From an optimization exercise on the open Yosys and OpenROAD flow, aimed at small area; shortcuts taken in it are not production practice. In this exercise RTL edits were held to simulation tests only and were not proved equivalent to the original. No activity file was given, so power comes from the tool's default toggle rates.

==> flow/design.v <==
package fifo_bridge_pkg;
   localparam int data_width = 64;    
   localparam int addr_width = 13;    
   localparam logic [addr_width-1:0] addr_ctrl  = 13'd0;    
   localparam logic [addr_width-1:0] addr_burst = 13'd1;    
   typedef enum logic [1:0] {
      mode_idle  = 2'd0,    
      mode_loop  = 2'd1,    
      mode_burst = 2'd2     
   } mode_t;
   typedef enum logic [1:0] {
      st_idle  = 2'd0,
      st_loop  = 2'd1,
      st_burst = 2'd2,
      st_done  = 2'd3       
   } ctrl_state_t;
   typedef union packed {
      struct packed {
         logic [54:0] reserved_hi;    
         logic        start;          
         logic [1:0]  reserved_lo;    
         mode_t       mode;           
         logic [3:0]  led;            
      } ctrl;
      struct packed {
         logic [15:0] reserved;       
         logic [15:0] length;         
         logic [31:0] seed;           
      } burst;
   } pio_word_t;
endpackage
module fifo_bridge_top
#(
   parameter int rx_depth   = 16,    
   parameter int tx_credits = 8      
)
(
   input  logic                                  clock,
   input  logic                                  rst,
   input  logic                                  pio_valid,
   input  logic [fifo_bridge_pkg::addr_width-1:0] pio_address,
   input  logic [fifo_bridge_pkg::data_width-1:0] pio_data,
   input  logic                                  rx_valid,
   input  logic [fifo_bridge_pkg::data_width-1:0] rx_data,
   output logic                                  rx_credit,
   output logic                                  tx_valid,
   output logic [fifo_bridge_pkg::data_width-1:0] tx_data,
   input  logic                                  tx_credit,
   output logic                                  interrupt,
   output logic [3:0]                            led
);
   localparam int dw = fifo_bridge_pkg::data_width;
   localparam int aw = $clog2(rx_depth);
   localparam int cw = $clog2(tx_credits + 1);
   logic        ctrl_write;
   logic        burst_write;
   logic        mode_loop;      
   logic        mode_burst;     
   logic        start;
   logic [31:0] seed;           
   logic [15:0] length;         
   logic        length_nz;      
   assign ctrl_write  = pio_valid && (pio_address == fifo_bridge_pkg::addr_ctrl);
   assign burst_write = pio_valid && (pio_address == fifo_bridge_pkg::addr_burst);
   always_ff @(posedge clock)
   begin
      if (rst)
      begin
         led        <= 4'h5;
         mode_loop  <= 1'b0;
         mode_burst <= 1'b0;
         start      <= 1'b0;
         length_nz  <= 1'b0;
      end
      else
      begin
         start <= ctrl_write && pio_data[8];
         if (ctrl_write)
         begin
            led        <= pio_data[3:0];
            mode_loop  <= (pio_data[5:4] == 2'd1);
            mode_burst <= (pio_data[5:4] == 2'd2);
         end
         if (burst_write)
            length_nz <= (pio_data[47:32] != 16'd0);
      end
   end
   always_ff @(posedge clock)
   begin
      if (burst_write)
      begin
         seed   <= pio_data[31:0];
         length <= pio_data[47:32];
      end
   end
   logic [rx_depth-1:0][dw-1:0] mem;
   logic [aw:0]   wr_ptr;
   logic [aw:0]   rd_ptr;
   logic          fifo_empty;
   logic          fifo_read;
   assign fifo_empty = (wr_ptr == rd_ptr);
   for (genvar k = 0; k < rx_depth; k++)
   begin : g_mem
      always_ff @(posedge clock)
      begin
         if (rx_valid && (wr_ptr[aw-1:0] == aw'(k)))
            mem[k] <= rx_data;
      end
   end
   always_ff @(posedge clock)
   begin
      if (rst)
      begin
         wr_ptr <= '0;
         rd_ptr <= '0;
      end
      else
      begin
         if (rx_valid)
            wr_ptr <= wr_ptr + 1'b1;
         if (fifo_read)
            rd_ptr <= rd_ptr + 1'b1;
      end
   end
   localparam logic [1:0] st_idle  = 2'd0;
   localparam logic [1:0] st_loop  = 2'd1;
   localparam logic [1:0] st_burst = 2'd2;
   localparam logic [1:0] st_done  = 2'd3;
   logic [1:0]    state;
   logic [1:0]    state_next;
   logic [cw-1:0] credits;
   logic          credit_ok;
   logic          step;
   logic          send;
   logic          load;
   logic [31:0]   value;        
   logic          first;        
   logic [15:0]   remaining;    
   assign credit_ok = (credits != '0) || tx_credit;
   assign fifo_read = (state == st_loop) && credit_ok && !fifo_empty;
   assign step      = (state == st_burst) && credit_ok;
   assign send      = fifo_read || step;
   assign load      = (state == st_idle) && start && mode_burst && length_nz;
   always_comb
   begin
      state_next = state;
      case (state)
         st_idle:
            if (mode_loop)
               state_next = st_loop;
            else if (load)
               state_next = st_burst;
         st_loop:
            if (!mode_loop)
               state_next = st_idle;
         st_burst:
            if (step && (remaining == 16'd1))
               state_next = st_done;
         default:
            state_next = st_idle;
      endcase
   end
   always_ff @(posedge clock)
   begin
      if (rst)
      begin
         state     <= st_idle;
         credits   <= cw'(tx_credits);
         tx_valid  <= 1'b0;
         interrupt <= 1'b0;
      end
      else
      begin
         state     <= state_next;
         tx_valid  <= send;
         interrupt <= (state == st_done);
         case ({tx_credit, send})
            2'b10:   credits <= credits + 1'b1;
            2'b01:   credits <= credits - 1'b1;
            default: credits <= credits;
         endcase
      end
   end
   logic inc;    
   logic dec;    
   assign inc = step && !first;
   assign dec = step;
   always_ff @(posedge clock)
   begin
      if (load)
      begin
         value     <= seed;
         first     <= 1'b1;
         remaining <= length;
      end
      else
      begin
         value     <= value + {31'd0, inc};
         first     <= first && !step;
         remaining <= remaining - {15'd0, dec};
      end
   end
   logic [rx_depth-1:0] sel;
   always_comb
   begin
      for (int k = 0; k < rx_depth; k++)
         sel[k] = !state[1] && (rd_ptr[aw-1:0] == aw'(k + 1));
   end
   tx_select #(
      .n  (rx_depth),
      .dw (dw)
   ) tx_select_inst
   (
      .sel   (sel),
      .mem   (mem),
      .bsel  (state[1]),
      .value (value),
      .out   (tx_data)
   );
   assign rx_credit = tx_valid && !state[1];
endmodule
module tx_select
#(
   parameter int n  = 16,
   parameter int dw = 64
)
(
   input  logic [n-1:0]  sel,
   input  logic [n-1:0][dw-1:0] mem,
   input  logic          bsel,
   input  logic [31:0]   value,
   output logic [dw-1:0] out
);
   for (genvar b = 0; b < dw; b++)
   begin : g_bit
      logic [5:0] t;    
      logic       p;
      for (genvar g = 0; g < 5; g++)
      begin : g_aoi
         aoi222 u_aoi (
            .a0 (sel[3*g]),   .b0 (mem[3*g][b]),
            .a1 (sel[3*g+1]), .b1 (mem[3*g+1][b]),
            .a2 (sel[3*g+2]), .b2 (mem[3*g+2][b]),
            .y  (t[g])
         );
      end
      nand2c u_last (
         .a (sel[15]), .b (mem[15][b]),
         .y (t[5])
      );
      if (b < 32)
      begin : g_lo
         logic tv;
         nand2c u_val (
            .a (bsel), .b (value[b]),
            .y (tv)
         );
         and4c u_and (
            .a (t[0]), .b (t[1]), .c (t[2]), .d (tv),
            .y (p)
         );
      end
      else
      begin : g_hi
         and3c u_and (
            .a (t[0]), .b (t[1]), .c (t[2]),
            .y (p)
         );
      end
      nand4c u_out (
         .a (p), .b (t[3]), .c (t[4]), .d (t[5]),
         .y (out[b])
      );
   end
endmodule
module aoi222
(
   input  logic a0, b0, a1, b1, a2, b2,
   output logic y
);
   assign y = !((a0 && b0) || (a1 && b1) || (a2 && b2));
endmodule
module and4c
(
   input  logic a, b, c, d,
   output logic y
);
   assign y = a && b && c && d;
endmodule
module nand2c
(
   input  logic a, b,
   output logic y
);
   assign y = !(a && b);
endmodule
module and3c
(
   input  logic a, b, c,
   output logic y
);
   assign y = a && b && c;
endmodule
module nand4c
(
   input  logic a, b, c, d,
   output logic y
);
   assign y = !(a && b && c && d);
endmodule
export LEC_CHECK = 0
export CAP_MARGIN = 20
export CORE_MARGIN = 2
export CORE_UTILIZATION = 75
export PLACE_DENSITY = 0.85
export SLEW_MARGIN = 20
export SYNTH_HIERARCHICAL = 1
create_clock -name core_clock -period 5.0 [get_ports {clock}]
standard.sh (not shown) runs the stock make flow with config.mk's settings and CLKGATE_MAP_FILE= SYNTH_SCRIPT=/design/flow/synth_recipe.tcl, a recipe that flattens the netlist after the stock synthesis.
==> flow/flow/run.sh <==
#!/bin/bash
# standard layout with small port buffers and a clock tree of larger sink
# clusters without dummy loads; make's full output goes to make.log here.
set -euo pipefail
bash standard.sh \
   'BUFFER_PORTS_ARGS=-buffer_cell sky130_fd_sc_hd__buf_1' \
   'CTS_ARGS=-sink_clustering_enable -repair_clock_nets -buf_list {sky130_fd_sc_hd__clkbuf_8} -sink_clustering_size 16 -sink_clustering_max_diameter 60 -dont_use_dummy_load' \
   finish > make.log 2>&1
==> next run, changes <==
--- a/flow/config.mk
+++ b/flow/config.mk
@@ -10,2 +10,2 @@
-export CORE_UTILIZATION = 75
-export PLACE_DENSITY = 0.85
+export CORE_UTILIZATION = 60
+export PLACE_DENSITY = 0.75
The new run ran to the end with no violations. Design area rose by 0.57%. Count of clock-buffer cells in the layout is unchanged. Clock skew is higher by 0.020 ns. Total power hardly moves. Worst hold slack stays flat.

Setup of run A:
Another version of the RTL of fifo_bridge_top (not shown whole).
Size in the first run: about 2100 cells after synthesis, roughly 1100 flip-flops, about 220 I/O pins.
// fifo_bridge_top
module fifo_bridge_top
#(
   parameter int rx_depth   = 16,    
   parameter int tx_credits = 8      
)
(
   input  logic                                  clock,
   input  logic                                  rst,
   input  logic                                  pio_valid,
   input  logic [fifo_bridge_pkg::addr_width-1:0] pio_address,
   input  logic [fifo_bridge_pkg::data_width-1:0] pio_data,
   input  logic                                  rx_valid,
   input  logic [fifo_bridge_pkg::data_width-1:0] rx_data,
   output logic                                  rx_credit,
   output logic                                  tx_valid,
   output logic [fifo_bridge_pkg::data_width-1:0] tx_data,
   input  logic                                  tx_credit,
   output logic                                  interrupt,
   output logic [3:0]                            led
);
==> flow/config.mk <==
export PLATFORM = sky130hd
export DESIGN_NAME = fifo_bridge_top
export DESIGN_NICKNAME = fifo_bridge_top
export VERILOG_FILES = /design/flow/design.v
export SDC_FILE = /design/flow/constraint.sdc
export NUM_CORES = 4
export LEC_CHECK = 0
export CAP_MARGIN = 20
export CORE_MARGIN = 2
export CORE_UTILIZATION = 40
export PLACE_DENSITY = 0.6
export SLEW_MARGIN = 20
export SYNTH_HIERARCHICAL = 1
==> flow/constraint.sdc <==
create_clock -name core_clock -period 5.0 [get_ports {clock}]
set_input_delay 1.0000 -clock core_clock [delete_from_list [all_inputs] [get_ports {clock}]]
set_output_delay 1.0000 -clock core_clock [all_outputs]
set_load 0.01 [all_outputs]
==> flow/flow/run.sh <==
#!/bin/bash
# standard layout with small port buffers and a clock tree of larger sink
# clusters without dummy loads; make's full output goes to make.log here.
set -euo pipefail
bash standard.sh \
   'BUFFER_PORTS_ARGS=-buffer_cell sky130_fd_sc_hd__buf_1' \
   'CTS_ARGS=-sink_clustering_enable -repair_clock_nets -buf_list {sky130_fd_sc_hd__clkbuf_16} -sink_clustering_size 24 -sink_clustering_max_diameter 80 -dont_use_dummy_load' \
   finish > make.log 2>&1
Input changes introduced in run B (baseline for comparison: run A):
Settings: CTS_BUF_LIST now sky130_fd_sc_hd__clkbuf_4 sky130_fd_sc_hd__clkbuf_8, previously not set.
==> flow/run.sh (new file) <==
#!/bin/bash
# synth_recipe.tcl (not shown) runs the flow's synth.tcl, then flattens the netlist and writes it again
# the make line also repeats each setting of config.mk as NAME=value (left out here)
make -C /OpenROAD-flow-scripts/flow DESIGN_CONFIG=/design/flow/config.mk WORK_HOME=/design/flow/orfs CLKGATE_MAP_FILE= SYNTH_SCRIPT=/design/flow/synth_recipe.tcl finish
removed: flow/flow/run.sh
removed: flow/standard.sh
[summary]
The setup slack at placement of run B falls short of that of run A by 0.41 ns. Taking run A as the reference, in run B placed instance area rose by 2.9%; number of ordinary and repair buffers in the finished layout fell by 6; register fraction of the total cell area fell by 5.4 points; fmax fell by 5.5%. In the metrics for run A and run B, the one carrying the higher sum of routed wire length over all layers is run B. Combinational power was higher in the run labelled run B. Between run A and run B, synthesis-to-finish area growth is lower for run A, run B comes in above that.
Relative to run B, the following input files were edited for run C:
Settings: PLACE_DENSITY now 0.75, was 0.6; CORE_UTILIZATION now 60, was 40; CTS_BUF_LIST no longer set, was sky130_fd_sc_hd__clkbuf_4 sky130_fd_sc_hd__clkbuf_8.
==> flow/flow/run.sh (new file) <==
#!/bin/bash
# standard layout with small port buffers and a clock tree of larger sink
# clusters without dummy loads; make's full output goes to make.log here.
set -euo pipefail
bash standard.sh \
   'BUFFER_PORTS_ARGS=-buffer_cell sky130_fd_sc_hd__buf_1' \
   'CTS_ARGS=-sink_clustering_enable -repair_clock_nets -buf_list {sky130_fd_sc_hd__clkbuf_8} -sink_clustering_size 16 -sink_clustering_max_diameter 60 -dont_use_dummy_load' \
   finish > make.log 2>&1
==> flow/standard.sh (new file) <==
#!/bin/bash
# synth_recipe.tcl (not shown) runs the flow's synth.tcl, then flattens the netlist and writes it again
# the make line also repeats each setting of config.mk as NAME=value (left out here)
make -C /OpenROAD-flow-scripts/flow DESIGN_CONFIG=/design/flow/config.mk WORK_HOME=/design/flow/orfs CLKGATE_MAP_FILE= SYNTH_SCRIPT=/design/flow/synth_recipe.tcl "${@:-finish}"
removed: flow/run.sh
[summary]
Power consumption shrinks by more than 10% when moving from run B to run C.
Total CTS buffers: run C < run B
Wire length on met3 was higher in the run labelled run C.
Run C vs. run B: time the worst path needs with I/O delays and setup went down by 0.23 ns.
Summary of run C over run B: first-pass GRT wire length shrank by 6.2%, final design instance area without fill moved down, number of filler cells placed in the layout down about 50%, highest clock frequency the design can meet went up.
A master of the slowest instance on the critical path of and2_2 is what run C shows, while clkdlybuf4s50_1 belongs to run B.
## Diff of input files: run D against run C
Settings: changing PLACE_DENSITY from 0.75 to 0.6; changing CORE_UTILIZATION from 60 to 40.
==> flow/flow/run.sh <==
#!/bin/bash
# standard layout with small port buffers and a clock tree of small buffers
# without dummy loads; make's full output goes to make.log here.
set -euo pipefail
bash standard.sh \
   'BUFFER_PORTS_ARGS=-buffer_cell sky130_fd_sc_hd__buf_1' \
   'CTS_ARGS=-sink_clustering_enable -repair_clock_nets -buf_list {sky130_fd_sc_hd__clkbuf_4 sky130_fd_sc_hd__clkbuf_8} -dont_use_dummy_load' \
   finish > make.log 2>&1
Notes after the runs:
Run D: all stages complete, timing, DRC and antenna checks passed. Run C completed; timing, DRC and antenna clean. Instance count of the mapped netlist: run D vs run C identical. Diff run D and run C: minimum clock period higher in run D. Global-route usage came out lower on run D than on run C.

## re-timing with driven ports
No port has a modelled driver above. Below, the same layouts with a new extraction and two added sets of constraints. Step 1, drivers: a clkbuf_16 drives clock and a buf_2 each remaining input, both assumed. Step 2 times the ports against the registers' clock, not the clock port: input delays grow and output delays shrink by t, the midpoint of the rising clock arrivals with the driver on. Slacks: no drivers / after step 1 / after step 2; pairs: no drivers / after step 1.
| run | t (ns) | slack for setup (ns) | worst hold slack (ns) | worst setup path at the end | clock arrival spread, ns |
|---|---|---|---|---|---|
| the first run of note 1 | 0.735 | 0.441 / 0.382 / 0.974 | 0.449 / 0.417 / 0.467 | input to register | 0.078 / 0.078 |
| the second run of note 1 | 0.748 | 0.499 / 0.433 / 1.006 | 0.450 / 0.447 / 0.450 | input to register | 0.097 / 0.097 |
| run A | 0.708 | 0.391 / 0.326 / 1.034 | 0.490 / 0.479 / 0.490 | register to output | 0.054 / 0.054 |
| run B | 0.885 | 0.123 / 0.060 / 0.645 | 0.482 / 0.482 / 0.482 | input to register | 0.049 / 0.049 |
| run C | 0.738 | 0.354 / 0.296 / 1.035 | 0.457 / 0.456 / 0.490 | register to output | 0.083 / 0.083 |
| run D | 0.860 | 0.227 / 0.165 / 1.025 | 0.367 / 0.344 / 0.487 | register to output | 0.082 / 0.082 |
After both steps every run listed still meets setup and hold.
